This is an optimization exercise on Yosys and OpenROAD, whose aim is small area and a short achievable clock period, not a production implementation.
RTL that was checked went through simulation tests only; none was proved equivalent to the original.

==> job 4540: inputs <==
## dual_mem_controller
module dual_mem_controller (
    input  logic        CLK,
    input  logic        nRST,
    input  logic        imem0_ren,
    input  logic [12:0] imem0_addr,
    input  logic        imem1_ren,
    input  logic [12:0] imem1_addr,
    input  logic        dmem0_rd_valid,
    input  logic [12:0] dmem0_rd_addr,
    input  logic        dmem1_rd_valid,
    input  logic [12:0] dmem1_rd_addr,
    input  logic        dmem0_wr_valid,
    input  logic [12:0] dmem0_wr_addr,
    input  logic [63:0] dmem0_wr_data,
    input  logic        dmem1_wr_valid,
    input  logic [12:0] dmem1_wr_addr,
    input  logic [63:0] dmem1_wr_data,
    input  logic        dcache0_flushed,
    input  logic        dcache1_flushed,
    input  logic [1:0]  ram_state,
    input  logic [31:0] ram_load,
    output logic        imem0_hit,
    output logic [63:0] imem0_load,
    output logic        imem1_hit,
    output logic [63:0] imem1_load,
    output logic        dmem0_rd_resp_valid,
    output logic [63:0] dmem0_rd_resp_data,
    output logic        dmem1_rd_resp_valid,
    output logic [63:0] dmem1_rd_resp_data,
    output logic        slow_down,
    output logic        flushed,
    output logic        ram_ren,
    output logic        ram_wen,
    output logic [13:0] ram_addr,
    output logic [31:0] ram_store
);
==> flow/config.mk <==
export PLATFORM = sky130hd
export DESIGN_NAME = dual_mem_controller
export DESIGN_NICKNAME = dual_mem_controller
export VERILOG_FILES = /design/flow/design.v
export SDC_FILE = /design/flow/constraint.sdc
export NUM_CORES = 4
export LEC_CHECK = 0
export CAP_MARGIN = 20
export CORE_MARGIN = 2
export CORE_UTILIZATION = 60
export CTS_BUF_LIST = sky130_fd_sc_hd__clkbuf_4 sky130_fd_sc_hd__clkbuf_8
export PLACE_DENSITY = 0.72
export SETUP_SLACK_MARGIN = 2.5
export SLEW_MARGIN = 20
==> flow/constraint.sdc <==
create_clock -name core_clock -period 5.8 [get_ports {CLK}]
set_input_delay 1.1600 -clock core_clock [delete_from_list [all_inputs] [get_ports {CLK}]]
set_output_delay 1.1600 -clock core_clock [all_outputs]
set_load 0.01 [all_outputs]
standard.sh (not shown) runs the stock make flow with config.mk's settings and CLKGATE_MAP_FILE= SYNTH_SCRIPT=/design/flow/synth_recipe.tcl, a recipe that flattens the netlist after the stock synthesis.
==> flow/flow/run.sh <==
#!/bin/bash
set -euo pipefail
export BUFFER_PORTS_ARGS="-buffer_cell sky130_fd_sc_hd__buf_1"
bash standard.sh finish > make_finish.log 2>&1
==> inputs of job 856, as changes to job 4540 <==
--- a/flow/design.v
+++ b/flow/design.v
@@ -9,61 +9,55 @@
     input  logic                    req1_valid,
     input  logic [BLOCK_ADDR_W-1:0] req1_addr,
     input  logic                    rd_deq,
     output logic                    rd_head_valid,
     output logic [BLOCK_ADDR_W-1:0] rd_head_addr,
     output logic                    rd_head_port
 );
-    logic [BLOCK_ADDR_W-1:0] q_addr [DEPTH];
-    logic                    q_port [DEPTH];
-    logic [DEPTH-1:0] head;
-    logic [DEPTH-1:0] tail;
-    logic [DEPTH-1:0] valid;
-    logic [DEPTH-1:0] take0, take1, keep;
-    assign rd_head_valid = |valid;
-    assign take0 = req0_valid ? tail : '0;
-    assign take1 = (req1_valid ? (req0_valid ? {tail[DEPTH-2:0], tail[DEPTH-1]} : tail) : '0);
-    assign keep  = ~(take0 | take1);
+    logic [DEPTH-1:0][BLOCK_ADDR_W-1:0] q_addr;
+    logic [DEPTH-1:0]        q_port;
+    logic [DEPTH-1:0]        valid;
+    logic [DEPTH-1:0]        valid_s;
+    logic [DEPTH-1:0]        free1, free2;
+    logic [DEPTH-1:0]        take0, take1, hold, shift;
+    assign rd_head_valid = valid[0];
+    assign rd_head_addr  = q_addr[0];
+    assign rd_head_port  = q_port[0];
+    for (genvar i = 0; i < DEPTH; i++) begin : g_free
+        if (i + 1 < DEPTH) begin : g_mid
+            assign valid_s[i] = rd_deq ? valid[i+1] : valid[i];
+        end else begin : g_last
+            assign valid_s[i] = rd_deq ? 1'b0 : valid[i];
+        end
+        if (i == 0) begin : g_first
+            assign free1[i] = ~valid_s[i];
+            assign free2[i] = 1'b0;
+        end else begin : g_rest
+            assign free1[i] = ~valid_s[i] & valid_s[i-1];
+            assign free2[i] = ~valid_s[i] & free1[i-1];
+        end
+    end
+    assign take0 = req0_valid ? free1 : '0;
+    assign take1 = req1_valid ? (req0_valid ? free2 : free1) : '0;
+    assign shift = rd_deq ? ~(take0 | take1) : '0;
+    assign hold  = rd_deq ? '0 : ~(take0 | take1);
     always_ff @(posedge CLK) begin
         for (int i = 0; i < DEPTH; i++) begin
-            q_addr[i] <= ({BLOCK_ADDR_W{keep[i]}}  & q_addr[i]) |
+            q_addr[i] <= ({BLOCK_ADDR_W{hold[i]}}  & q_addr[i]) |
+                         ({BLOCK_ADDR_W{shift[i]}} & q_addr[(i+1)%DEPTH]) |
                          ({BLOCK_ADDR_W{take0[i]}} & req0_addr) |
                          ({BLOCK_ADDR_W{take1[i]}} & req1_addr);
-            q_port[i] <= (keep[i] & q_port[i]) | take1[i];
+            q_port[i] <= (hold[i] & q_port[i]) | (shift[i] & q_port[(i+1)%DEPTH]) | take1[i];
         end
     end
-    logic [DEPTH-1:0]        head_n;
-    logic [BLOCK_ADDR_W-1:0] hd_acc [DEPTH+1];
-    logic [DEPTH:0]          hp_acc;
-    assign head_n    = rd_deq ? {head[DEPTH-2:0], head[DEPTH-1]} : head;
-    assign hd_acc[0] = '0;
-    assign hp_acc[0] = 1'b0;
-    for (genvar i = 0; i < DEPTH; i++) begin : g_hd
-        assign hd_acc[i+1] = hd_acc[i] | ({BLOCK_ADDR_W{head_n[i] & keep[i]}}  & q_addr[i]) |
-                                         ({BLOCK_ADDR_W{head_n[i] & take0[i]}} & req0_addr) |
-                                         ({BLOCK_ADDR_W{head_n[i] & take1[i]}} & req1_addr);
-        assign hp_acc[i+1] = hp_acc[i] | (head_n[i] & keep[i] & q_port[i]) | (head_n[i] & take1[i]);
-    end
-    always_ff @(posedge CLK) begin
-        rd_head_addr <= hd_acc[DEPTH];
-        rd_head_port <= hp_acc[DEPTH];
-    end
     always_ff @(posedge CLK or negedge nRST) begin
         if (!nRST) begin
-            head  <= DEPTH'(1);
-            tail  <= DEPTH'(1);
             valid <= '0;
         end else begin
-            if (req0_valid & req1_valid) begin
-                tail <= {tail[DEPTH-3:0], tail[DEPTH-1:DEPTH-2]};
-            end else if (req0_valid | req1_valid) begin
-                tail <= {tail[DEPTH-2:0], tail[DEPTH-1]};
-            end
-            head  <= head_n;
-            valid <= (valid & ~(rd_deq ? head : '0)) | take0 | take1;
+            valid <= valid_s | take0 | take1;
         end
     end
 endmodule
 module dmem_write_queue #(
     parameter int BLOCK_ADDR_W = 13,
     parameter int DATA_W       = 64,
     parameter int DEPTH        = 6
@@ -82,16 +76,16 @@
     output logic [BLOCK_ADDR_W-1:0] wr_head_addr,
     output logic                    wr_empty,
     output logic                    slow_down,
     output logic                    fwd_take,
     output logic                    fwd_take_n,
     output logic [DATA_W-1:0]       data_out
 );
-    logic [BLOCK_ADDR_W-1:0] q_addr [DEPTH];
-    logic [DATA_W-1:0]       q_data [DEPTH];
+    logic [DEPTH-1:0][BLOCK_ADDR_W-1:0] q_addr;
+    logic [DEPTH-1:0][DATA_W-1:0]       q_data;
     logic [DEPTH-1:0] head;
     logic [DEPTH-1:0] tail;
     logic [DEPTH-1:0] valid;
     logic [DEPTH-1:0] sel;
     logic [DEPTH-1:0] head_n;
     logic [DEPTH-1:0] tail_n;
     logic [DEPTH-1:0] valid_n;
@@ -106,16 +100,16 @@
     assign wr_empty = ~|valid;
     assign wen   = ((req0_valid | req1_valid) ? tail : '0) |
                    ((req0_valid & req1_valid) ? {tail[DEPTH-2:0], tail[DEPTH-1]} : '0);
     assign take0 = (req0_valid ? tail : '0);
     assign take1 = wen & ~take0;
     assign keep  = ~wen;
     logic                    tail_even;
-    logic [BLOCK_ADDR_W-1:0] in_addr [2];
-    logic [DATA_W-1:0]       in_data [2];
+    logic [1:0][BLOCK_ADDR_W-1:0] in_addr;
+    logic [1:0][DATA_W-1:0]       in_data;
     always_comb begin
         tail_even = 1'b0;
         for (int i = 0; i < DEPTH; i += 2) begin
             tail_even = tail_even | tail[i];
         end
     end
     assign in_addr[0] = (tail_even & req0_valid)  ? req0_addr : req1_addr;
@@ -186,16 +180,16 @@
             tail      <= tail_n;
             sel       <= rd_deq ? youngest_n : head_n;
             valid     <= valid_n;
             slow_down <= slow_down_n;
             fwd_take  <= fwd_take_n;
         end
     end
-    logic [DATA_W-1:0]       data_acc [DEPTH+1];
-    logic [BLOCK_ADDR_W-1:0] addr_acc [DEPTH+1];
+    logic [DEPTH:0][DATA_W-1:0]       data_acc;
+    logic [DEPTH:0][BLOCK_ADDR_W-1:0] addr_acc;
     assign data_acc[0] = '0;
     assign addr_acc[0] = '0;
     for (genvar i = 0; i < DEPTH; i++) begin : g_out
         assign data_acc[i+1] = data_acc[i] | ({DATA_W{sel[i]}} & q_data[i]);
         assign addr_acc[i+1] = addr_acc[i] | ({BLOCK_ADDR_W{head[i]}} & q_addr[i]);
     end
     assign data_out     = data_acc[DEPTH];
Settings changed: CTS_BUF_LIST sky130_fd_sc_hd__clkbuf_4 sky130_fd_sc_hd__clkbuf_8 to sky130_fd_sc_hd__clkbuf_8, CTS_CLUSTER_DIAMETER set to 50, CTS_CLUSTER_SIZE set to 16, SETUP_SLACK_MARGIN 2.5 to 2.7.
==> inputs of job 7677, as changes to job 4540 <==
--- a/flow/design.v
+++ b/flow/design.v
@@ -79,15 +79,14 @@
     input  logic                    wr_deq,
     input  logic                    rd_deq,
     input  logic [BLOCK_ADDR_W-1:0] rd_addr,
     output logic [BLOCK_ADDR_W-1:0] wr_head_addr,
     output logic                    wr_empty,
     output logic                    slow_down,
     output logic                    fwd_take,
-    output logic                    fwd_take_n,
     output logic [DATA_W-1:0]       data_out
 );
     logic [BLOCK_ADDR_W-1:0] q_addr [DEPTH];
     logic [DATA_W-1:0]       q_data [DEPTH];
     logic [DEPTH-1:0] head;
     logic [DEPTH-1:0] tail;
     logic [DEPTH-1:0] valid;
@@ -168,30 +167,29 @@
             assign blk_c[k]  = blk_c[k-1] | (match_s[(i+k)%DEPTH] & ~stop_c[k]);
         end
         assign youngest_s[i] = match_s[i] & ~blk_c[DEPTH-1];
     end
     assign hit1 = req1_valid & eq1;
     assign hit0 = req0_valid & eq0;
     assign youngest_n = hit1 ? take1 : (hit0 ? take0 : youngest_s);
-    assign fwd_take_n = rd_deq & (hit0 | hit1 | (|match_s));
     always_ff @(posedge CLK or negedge nRST) begin
         if (!nRST) begin
             head      <= DEPTH'(1);
             tail      <= DEPTH'(1);
             sel       <= DEPTH'(1);
             valid     <= '0;
             slow_down <= 1'b0;
             fwd_take  <= 1'b0;
         end else begin
             head      <= head_n;
             tail      <= tail_n;
             sel       <= rd_deq ? youngest_n : head_n;
             valid     <= valid_n;
             slow_down <= slow_down_n;
-            fwd_take  <= fwd_take_n;
+            fwd_take  <= rd_deq & (hit0 | hit1 | (|match_s));
         end
     end
     logic [DATA_W-1:0]       data_acc [DEPTH+1];
     logic [BLOCK_ADDR_W-1:0] addr_acc [DEPTH+1];
     assign data_acc[0] = '0;
     assign addr_acc[0] = '0;
     for (genvar i = 0; i < DEPTH; i++) begin : g_out
@@ -213,15 +211,14 @@
     input  logic [BLOCK_ADDR_W-1:0] imem1_addr,
     input  logic                    rd_head_valid,
     input  logic [BLOCK_ADDR_W-1:0] rd_head_addr,
     input  logic                    rd_head_port,
     input  logic [BLOCK_ADDR_W-1:0] wr_head_addr,
     input  logic                    wr_empty,
     input  logic                    fwd_take,
-    input  logic                    fwd_take_n,
     input  logic [2*WORD_W-1:0]     q_data,
     input  logic [1:0]              ram_state,
     input  logic [WORD_W-1:0]       ram_load,
     input  logic                    dcache0_flushed,
     input  logic                    dcache1_flushed,
     output logic                    rd_deq,
     output logic                    wr_deq,
@@ -248,51 +245,38 @@
     logic       lru;
     logic [1:0] resp_valid;
     logic ram_done;
     logic halt_req;
     logic pick_f, pick_any;
     logic f_port;
     logic acc0_done, acc1_done;
-    logic acc0_n, acc1_n, w_write_n;
-    logic f0_acc1, f1_acc1;
     logic s_rd, s_wr, s_f0, s_f1;
     logic lo_keep, lo_ram, lo_hi, lo_q;
     logic hi_keep, hi_ram, hi_q;
     assign arb      = ~(acc0 | acc1 | halt);
     assign ram_done = (ram_state == 2'd2);
     assign halt_req = dcache0_flushed & dcache1_flushed & wr_empty;
     assign pick_f   = ~halt_req & ~rd_head_valid & wr_empty & (imem0_ren | imem1_ren);
     assign pick_any = ~halt_req & (rd_head_valid | ~wr_empty | imem0_ren | imem1_ren);
     assign f_port   = imem1_ren & (~imem0_ren | lru);
     assign rd_deq = arb & ~halt_req & rd_head_valid;
     assign wr_deq = arb & ~rd_head_valid & ~wr_empty;
     assign acc0_done = acc0 & ~fwd_take & ram_done;
     assign acc1_done = acc1 & ram_done;
-    assign acc0_n    = arb ? pick_any : (acc0 & ~fwd_take & ~ram_done);
-    assign acc1_n    = acc0_done | (acc1 & ~ram_done);
-    assign w_write_n = arb ? (~rd_head_valid & ~wr_empty) : w_write;
     always_ff @(posedge CLK or negedge nRST) begin
         if (!nRST) begin
             acc0       <= 1'b0;
             acc1       <= 1'b0;
             halt       <= 1'b0;
             lru        <= 1'b0;
             resp_valid <= 2'b00;
             flushed    <= 1'b0;
-            ram_ren    <= 1'b0;
-            ram_wen    <= 1'b0;
-            f0_acc1    <= 1'b0;
-            f1_acc1    <= 1'b0;
         end else begin
-            acc0       <= acc0_n;
-            acc1       <= acc1_n;
-            ram_ren    <= ((acc0_n & ~fwd_take_n) | acc1_n) & ~w_write_n;
-            ram_wen    <= (acc0_n | acc1_n) & w_write_n;
-            f0_acc1    <= acc1_n & ~w_read & ~w_write & ~w_port;
-            f1_acc1    <= acc1_n & ~w_read & ~w_write &  w_port;
+            acc0       <= arb ? pick_any : (acc0 & ~fwd_take & ~ram_done);
+            acc1       <= acc0_done | (acc1 & ~ram_done);
             halt       <= halt | (arb & halt_req);
             if (arb & pick_f) begin
                 lru <= ~f_port;
             end
             resp_valid <= (w_read & (fwd_take | acc1_done)) ? {w_port, ~w_port} : 2'b00;
             flushed    <= halt;
         end
@@ -327,22 +311,24 @@
             ({WORD_W{lo_hi}}   & w_data[2*WORD_W-1:WORD_W]) |
             ({WORD_W{lo_q}}    & q_data[WORD_W-1:0]);
         w_data[2*WORD_W-1:WORD_W] <=
             ({WORD_W{hi_keep}} & w_data[2*WORD_W-1:WORD_W]) |
             ({WORD_W{hi_ram}}  & ram_load) |
             ({WORD_W{hi_q}}    & q_data[2*WORD_W-1:WORD_W]);
     end
+    assign ram_ren   = ((acc0 & ~fwd_take) | acc1) & ~w_write;
+    assign ram_wen   = (acc0 | acc1) & w_write;
     assign ram_addr  = {w_addr, acc1};
     assign ram_store = w_data[WORD_W-1:0];
     assign dmem0_valid = resp_valid[0];
     assign dmem1_valid = resp_valid[1];
     assign dmem0_data  = w_data;
     assign dmem1_data  = w_data;
-    assign imem0_hit  = f0_acc1 & ram_done & imem0_ren & (imem0_addr == w_addr);
-    assign imem1_hit  = f1_acc1 & ram_done & imem1_ren & (imem1_addr == w_addr);
+    assign imem0_hit  = acc1_done & ~w_read & ~w_write & ~w_port & imem0_ren & (imem0_addr == w_addr);
+    assign imem1_hit  = acc1_done & ~w_read & ~w_write &  w_port & imem1_ren & (imem1_addr == w_addr);
     assign imem0_load = {ram_load, w_data[WORD_W-1:0]};
     assign imem1_load = {ram_load, w_data[WORD_W-1:0]};
 endmodule
 module dual_mem_controller (
     input  logic        CLK,
     input  logic        nRST,
     input  logic        imem0_ren,
@@ -382,15 +368,14 @@
     logic [12:0] rd_head_addr;
     logic        rd_head_port;
     logic        rd_deq;
     logic [12:0] wr_head_addr;
     logic        wr_empty;
     logic        wr_deq;
     logic        fwd_take;
-    logic        fwd_take_n;
     logic [63:0] q_data;
     dmem_read_queue #(.BLOCK_ADDR_W(13), .DEPTH(4)) read_q_i (
         .CLK           (CLK),
         .nRST          (nRST),
         .req0_valid    (dmem0_rd_valid),
         .req0_addr     (dmem0_rd_addr),
         .req1_valid    (dmem1_rd_valid),
@@ -412,15 +397,14 @@
         .wr_deq        (wr_deq),
         .rd_deq        (rd_deq),
         .rd_addr       (rd_head_addr),
         .wr_head_addr  (wr_head_addr),
         .wr_empty      (wr_empty),
         .slow_down     (slow_down),
         .fwd_take      (fwd_take),
-        .fwd_take_n    (fwd_take_n),
         .data_out      (q_data)
     );
     mem_access_ctrl #(.BLOCK_ADDR_W(13), .WORD_W(32)) access_ctrl_i (
         .CLK             (CLK),
         .nRST            (nRST),
         .imem0_ren       (imem0_ren),
         .imem0_addr      (imem0_addr),
@@ -428,15 +412,14 @@
         .imem1_addr      (imem1_addr),
         .rd_head_valid   (rd_head_valid),
         .rd_head_addr    (rd_head_addr),
         .rd_head_port    (rd_head_port),
         .wr_head_addr    (wr_head_addr),
         .wr_empty        (wr_empty),
         .fwd_take        (fwd_take),
-        .fwd_take_n      (fwd_take_n),
         .q_data          (q_data),
         .ram_state       (ram_state),
         .ram_load        (ram_load),
         .dcache0_flushed (dcache0_flushed),
         .dcache1_flushed (dcache1_flushed),
         .rd_deq          (rd_deq),
         .wr_deq          (wr_deq),
Settings changed: CORE_UTILIZATION 60 to 70, PLACE_DENSITY 0.72 to 0.8, SETUP_SLACK_MARGIN 2.5 to 3.0.
==> flow_metrics.env <==
export IMPL_leakagePower_nw=10.4
export IMPL_first_global_vias=20400
export IMPL_buffer_area_frac=0.0800
export IMPL_syn2layout_area_growth_pct=9.45
export IMPL_grtUsageMet1=0.489
export IMPL_status="no timing/DRC/antenna violations"
export IMPL_num_multi_input_gates=1185
export IMPL_critPathMaxStageDelay_ns=0.34
export IMPL_layout_common_cells="buf_1 (542), edfxtp_1 (464), a22oi_1 (246)"
export IMPL_globalRouteMet2Util=0.594
export IMPL_ff_latch_area_sq_mm=0.0177
export IMPL_die_w_um=226
export IMPL_met2_length_um=46700
export IMPL_num_clock_buffers=58
That was job 856.
==> flow_metrics.env <==
export IMPL_status="no timing/DRC/antenna violations"
export IMPL_buffer_area_frac=0.0732
export IMPL_met2_length_um=47700
export IMPL_leakagePower_nw=11.4
export IMPL_ff_latch_area_sq_mm=0.0181
export IMPL_syn2layout_area_growth_pct=11.1
export IMPL_critPathMaxStageDelay_ns=0.29
export IMPL_grtUsageMet1=0.440
export IMPL_synthSimpleGateAreaFrac=0.0657
export IMPL_layout_common_cells="buf_1 (558), edfxtp_1 (464), a22oi_1 (283)"
export IMPL_num_multi_input_gates=1335
export IMPL_die_w_um=228
That was job 4540.
==> flow_metrics.env <==
export IMPL_buffer_area_frac=0.0797
export IMPL_status="no timing/DRC/antenna violations"
export IMPL_syn2layout_area_growth_pct=12.6
export IMPL_grtUsageMet1=0.523
export IMPL_num_multi_input_gates=1301
export IMPL_leakagePower_nw=11.6
export IMPL_ff_latch_area_sq_mm=0.0181
export IMPL_first_global_vias=21900
export IMPL_critPathMaxStageDelay_ns=0.21
export IMPL_met2_length_um=45700
export IMPL_globalRouteMet2Util=0.680
export IMPL_layout_common_cells="buf_1 (536), edfxtp_1 (465), a22oi_1 (283)"
That was job 7677.
Only the layout flow was run in job 4540 and job 7677; the RTL was not checked for function there.

-- port drivers added, routing unchanged --
No port has a modelled driver above. Below, the same layouts with a new extraction and two added sets of constraints.
Step 1: set_driving_cell puts a clkbuf_16 on CLK and a buf_2 on each other input, an assumption about the parent block.
Step 2 adds t to the input delays and takes it off the output delays; t is the mean of the earliest and latest rising clock arrival at the registers after step 1. Input paths then give back, and output paths get back, about the clock's delay inside the block.
a / b / c = ideal ports / drivers / drivers and shift; a / b = the first two.
| run | t, ns | setup slack, ns | worst data-port slew with drivers (ns) |
|---|---|---|---|
| job 4540 | 0.734 | 2.507 / 2.482 / 1.934 | 0.13 |
| job 856 | 0.752 | 2.394 / 2.354 / 2.024 | 0.14 |
| job 7677 | 0.733 | 2.474 / 2.430 / 2.320 | 0.13 |
After both steps every run listed still meets setup and hold. For job 4540, which loses most, drivers alone change the setup slack by -0.025 ns; drivers and shift together by -0.573 ns.
